Source: an optimization exercise on an open RTL-to-GDS flow (aim: a short achievable clock period and few clock cycles). Production flows keep margins and buffers that such runs may drop. In this exercise RTL edits were held to simulation tests only and were not proved equivalent to the original. No activity file was given, so power comes from the tool's default toggle rates.

== south ==
Design processor_gen2, start of the top module:
module processor_gen2 #(
  parameter int DATA_W     = 16,
  parameter int NUM_REGS   = 4,
  parameter int MEM_DEPTH  = 256,
  parameter int APB_ADDR_W = 9,
  parameter int PROG_START = 'h020,
  parameter int INT_VEC    = 'h010,
  localparam int ADDR_W    = $clog2(MEM_DEPTH)
) (
  input  logic              clk,
  input  logic              reset,
  input  logic              init_done,
  input  logic              init_we,
  input  logic [ADDR_W-1:0] init_addr,
  input  logic [DATA_W-1:0] init_data,
  input  logic              irq,
  output logic              irq_ack,
  output logic              halted,
  output logic              illegal,
  output logic                  bus_wr_en,
  output logic [APB_ADDR_W-1:0] bus_wr_addr,
  output logic [DATA_W-1:0]     bus_wr_data,
  input  logic                  bus_wr_done,
  output logic                  bus_rd_en,
  output logic [APB_ADDR_W-1:0] bus_rd_addr,
  input  logic [DATA_W-1:0]     bus_rd_data,
  input  logic                  bus_rd_done
);
Size: ~14000 cells after synthesis, ~4600 flip-flops, roughly 86 I/O pins, about 200000 um2 of cells after synthesis.
Settings: LEC_CHECK=0, CAP_MARGIN=20, CORE_MARGIN=2, CORE_UTILIZATION=35, PLACE_DENSITY=0.5, SETUP_SLACK_MARGIN=5, SLEW_MARGIN=20, TNS_END_PERCENT=100; clock period 10.0 ns.
run.sh (not shown) runs the stock make flow with config.mk's settings and CLKGATE_MAP_FILE= SYNTH_SCRIPT=/design/flow/synth_recipe.tcl, a recipe that flattens the netlist after the stock synthesis.
Testbench counts of south, summed over its fixed seeds: cycles 6,958.
Input-level comparison between west and south:
--- a/flow/design.v
+++ b/flow/design.v
@@ -283,37 +283,37 @@
     r = '0;
     for (int j = 0; j < 6; j++) r = r | (cand_t[j] & {56{t[j]}});
     for (int k = 1; k < 6; k++) r = r | (cand_s[k] & {56{t[6 + k]}});
     after = r;
   endfunction
   logic [55:0] nx_np0, nx_np1, nx_p0, nx_p1, nx_grp;
   assign nx_np0 = after(tl_np0);
   assign nx_np1 = after(tl_np1);
   assign nx_p0  = after(tl_p0);
   assign nx_p1  = after(tl_p1);
   assign nx_grp = pair ? (zn ? nx_p1 : nx_p0) : (zn ? nx_np1 : nx_np0);
-  logic        s_start, s_vec, s_mis, s_saved, s_hold, s_grp;
+  logic        s_start, s_vec, s_mis, s_saved, s_hold, s_grp, adv_nm;
   logic [55:0] nx_oth;
   always_comb begin
+    adv_nm  = f_act && (run ? (!stall && !take && init_done) : (init_done && !init_we));
     s_start = abort;
     s_vec   = !abort && take;
     s_mis   = !abort && !(run && stall) && !take && mis;
-    s_saved = adv && R0;
-    s_grp   = adv && !R0;
-    s_hold  = !(s_start || s_vec || s_mis || adv);
+    s_saved = adv_nm && R0;
+    s_grp   = adv_nm && !R0;
+    s_hold  = !(s_start || s_vec || adv_nm);
     nx_oth  = (pcst(START) & {56{s_start}}) |
               (pcst(VEC)   & {56{s_vec}})   |
-              (pcst(x_t)   & {56{s_mis}})   |
               (pcst(saved) & {56{s_saved}}) |
               (pc_cur      & {56{s_hold}});
-    pc_nx   = s_grp ? nx_grp : nx_oth;
+    pc_nx   = s_mis ? pcst(x_t) : s_grp ? nx_grp : nx_oth;
     ohr     = pc_nx[39:24];
   end
   always_ff @(posedge clk or posedge reset) begin
     if (reset) pc_cur <= PC_START;
     else       pc_cur <= pc_nx;
   end
   always_ff @(posedge clk or posedge reset) begin
     if (reset) begin
       for (int b = 0; b < 16; b++)
         bsel[b] <= (4'(b) >= START[3:0]) ? (16'b1 << START[7:4]) : (16'b1 << 4'(START[7:4] + 4'd1));
     end else begin
### Flow results
- west vs. south: maximum fanout count along the critical path shows a reduction of 3, detailed placer's ending HPWL shows a reduction of about 2.3%.
- Between west and south, the simple-gate share of the synthesized area does not differ in any meaningful way.
- The clock-buffer cell count reported for west is smaller than that of south by 2.
- west vs. south: die area rose by 0.52%; TritonCTS buffer count stayed essentially flat.
- Synthesized instance count grows slightly when moving from south to west.
- In west the number of buffers outside the clock class in the layout turned out about 1.1% lower than in south.
- Diff south and west: maximum VDD drop higher in west
Testbench counts of west, summed over its fixed seeds: cycles 6,958.

========
Starting RTL as in the previous note.
Design processor_gen2, start of the top module:
module processor_gen2 #(
  parameter int DATA_W     = 16,
  parameter int NUM_REGS   = 4,
  parameter int MEM_DEPTH  = 256,
  parameter int APB_ADDR_W = 9,
  parameter int PROG_START = 'h020,
  parameter int INT_VEC    = 'h010,
  localparam int ADDR_W    = $clog2(MEM_DEPTH)
) (
  input  logic              clk,
  input  logic              reset,
  input  logic              init_done,
  input  logic              init_we,
  input  logic [ADDR_W-1:0] init_addr,
  input  logic [DATA_W-1:0] init_data,
  input  logic              irq,
  output logic              irq_ack,
  output logic              halted,
  output logic              illegal,
  output logic                  bus_wr_en,
  output logic [APB_ADDR_W-1:0] bus_wr_addr,
  output logic [DATA_W-1:0]     bus_wr_data,
  input  logic                  bus_wr_done,
  output logic                  bus_rd_en,
  output logic [APB_ADDR_W-1:0] bus_rd_addr,
  input  logic [DATA_W-1:0]     bus_rd_data,
  input  logic                  bus_rd_done
);
  function automatic logic [3:0] oh4(input logic [3:0] idx);
    oh4 = (idx[3:2] == 2'b00) ? (4'b0001 << idx[1:0]) : 4'b0000;
  endfunction
  logic [255:0][15:0] mem;
  logic        run;        
  logic        f_act;      
  logic        in_isr;
  logic        z;
  logic [15:0] regs [4];
  logic [7:0]  pcb;        
  logic [15:0] ohL;        
  logic [15:0] bsel [16];  
  logic [7:0]  saved;      
  logic        x1_add, x1_sub, x1_mov, x1_mvi, x1_ld;
  logic [3:0]  x1_wd;
  ...
Settings: LEC_CHECK=0, CAP_MARGIN=20, CORE_MARGIN=2, CORE_UTILIZATION=40, PLACE_DENSITY=0.6, SETUP_SLACK_MARGIN=5, SLEW_MARGIN=20, TNS_END_PERCENT=100; clock period 10.0 ns.
Testbench counts at the start, summed over its fixed seeds: cycles 6,958.
Then changed:
--- a/flow/design.v
+++ b/flow/design.v
@@ -106,61 +106,55 @@
   endfunction
   logic pr1, pr2, hp1, hp2;
   assign pr1 = pairable(1);
   assign pr2 = pairable(2);
   assign hp1 = H[1] && !BUS[0];
   assign hp2 = H[2] && !BUS[0];
   logic pair, hpair;
   assign pair  = N[0] && (L2[0] ? pr2 : pr1);
   assign hpair = N[0] && (L2[0] ? hp2 : hp1);
   logic zn;
-  function automatic logic [20:0] tail(input logic [4:0] kk, input logic zw, input logic znv);
+  function automatic logic [20:0] tail(input logic [4:0] kk);
     logic [5:0] ut, us;
     logic       pr;
     logic [7:0] pt;
-    logic       tz, ft;
+    logic       tz;
     ut = '0;
     us = '0;
     pr = 1'b0;
     pt = '0;
     for (int k = 0; k < 5; k++) begin
-      tz = kk[k] && Z[k];
-      ft = tz && !(!zw && znv);    
-      ut[k]   = ut[k] | (kk[k] && J[k]) | (tz && !zw && znv);
+      tz = kk[k] && Z[k];          
+      ut[k]   = ut[k] | (kk[k] && J[k]);
       us[k]   = us[k] | (kk[k] && !J[k] && !Z[k]);
-      ut[k+1] = ut[k+1] | (ft && J[k+1]);
-      us[k+1] = us[k+1] | (ft && !J[k+1]);
-      pr      = pr | (tz && zw);
+      ut[k+1] = ut[k+1] | (tz && J[k+1]);
+      us[k+1] = us[k+1] | (tz && !J[k+1]);
+      pr      = pr | tz;
       pt      = pt | (w[k][7:0] & {8{kk[k]}});
     end
     tail = {pt, pr, us, ut};
   endfunction
   logic [4:0] kk_np, kk_p;
   assign kk_np[0] = !N[0];
   assign kk_np[1] = N[0] && !L2[0];
   assign kk_np[2] = N[0] && L2[0];
   assign kk_np[3] = 1'b0;
   assign kk_np[4] = 1'b0;
   assign kk_p[0]  = 1'b0;
   assign kk_p[1]  = 1'b0;
   assign kk_p[2]  = N[0] && !L2[0] && !L2[1];
   assign kk_p[3]  = N[0] && ((!L2[0] && L2[1]) || (L2[0] && !L2[2]));
   assign kk_p[4]  = N[0] && L2[0] && L2[2];
-  logic zw_np, zw_p;
-  assign zw_np = N[0] && ZW[0];
-  assign zw_p  = N[0] && (ZW[0] || (L2[0] ? ZW[2] : ZW[1]));
-  logic [20:0] tl_np0, tl_np1, tl_p0, tl_p1, tl;
-  assign tl_np0 = tail(kk_np, zw_np, 1'b0);
-  assign tl_np1 = tail(kk_np, zw_np, 1'b1);
-  assign tl_p0  = tail(kk_p,  zw_p,  1'b0);
-  assign tl_p1  = tail(kk_p,  zw_p,  1'b1);
-  assign tl     = pair ? (zn ? tl_p1 : tl_p0) : (zn ? tl_np1 : tl_np0);
+  logic [20:0] tl_np, tl_p, tl;
+  assign tl_np = tail(kk_np);
+  assign tl_p  = tail(kk_p);
+  assign tl    = pair ? tl_p : tl_np;
   logic [5:0] use_t;
   logic [5:0] use_s;           
   logic       pred;            
   logic [7:0] pred_t;
   assign use_t  = tl[5:0];
   assign use_s  = tl[11:6];
   assign pred   = tl[12];
   assign pred_t = tl[20:13];
   logic [15:0] A1, B1, A2, B2, r1, r2;
   logic        z1, z2;
@@ -278,26 +272,24 @@
       cand_t[j] = pcst(w[j][7:0]);
       cand_s[j] = pcadd(pc_cur, j);
     end
   function automatic logic [55:0] after(input logic [20:0] t);
     logic [55:0] r;
     r = '0;
     for (int j = 0; j < 6; j++) r = r | (cand_t[j] & {56{t[j]}});
     for (int k = 1; k < 6; k++) r = r | (cand_s[k] & {56{t[6 + k]}});
     after = r;
   endfunction
-  logic [55:0] nx_np0, nx_np1, nx_p0, nx_p1, nx_grp;
-  assign nx_np0 = after(tl_np0);
-  assign nx_np1 = after(tl_np1);
-  assign nx_p0  = after(tl_p0);
-  assign nx_p1  = after(tl_p1);
-  assign nx_grp = pair ? (zn ? nx_p1 : nx_p0) : (zn ? nx_np1 : nx_np0);
+  logic [55:0] nx_np, nx_p, nx_grp;
+  assign nx_np  = after(tl_np);
+  assign nx_p   = after(tl_p);
+  assign nx_grp = pair ? nx_p : nx_np;
   logic        s_start, s_vec, s_mis, s_saved, s_hold, s_grp;
   logic [55:0] nx_oth;
   always_comb begin
     s_start = abort;
     s_vec   = !abort && take;
     s_mis   = !abort && !(run && stall) && !take && mis;
     s_saved = adv && R0;
     s_grp   = adv && !R0;
     s_hold  = !(s_start || s_vec || s_mis || adv);
     nx_oth  = (pcst(START) & {56{s_start}}) |
Result: Die area came out lower by about 3%; total power came out higher by about 2.4%; combinational power came out higher by about 3%; first-iteration DRC count came out lower by about 14%; global-route usage came out lower by 1.9 points.
Testbench counts after the change, summed over its fixed seeds: cycles 7,076.

static timing again, ports no longer ideal:
Ports are ideal in the flow. The routed layouts listed here were re-timed in OpenROAD.
Step 1 (the two cells are an assumption about what drives the block):
set clk [get_ports {clk}]
set_driving_cell -lib_cell sky130_fd_sc_hd__clkbuf_16 $clk
set_driving_cell -lib_cell sky130_fd_sc_hd__buf_2 [delete_from_list [all_inputs] $clk]
Step 2, shift: input delay + t, output delay - t, t = (earliest + latest rising clock arrival at the registers) / 2. This alone moves slack from input paths to output paths.
a / b / c = ideal ports / drivers / drivers and shift; a / b = the first two.
| run | t, ns | slack for setup (ns) | hold WS [ns] | pins driven straight from the clock port |
|---|---|---|---|---|
| south | 1.225 | 4.263 / 4.263 / 3.509 | 0.472 / 0.472 / 0.472 | 1 |
| west | 1.194 | 4.185 / 4.185 / 3.519 | 0.471 / 0.471 / 0.471 | 1 |
| the first run of note 2 | 1.216 | 3.849 / 3.959 / 2.742 | 0.478 / 0.478 / 0.478 | 1 |
| the second run of note 2 | 1.179 | 4.431 / 4.431 / 3.468 | 0.466 / 0.466 / 0.466 | 1 |
After both steps setup and hold are still met in every run listed. For the first run of note 2, which loses most, drivers alone change the setup slack by +0.110 ns; drivers and shift together by -1.107 ns.
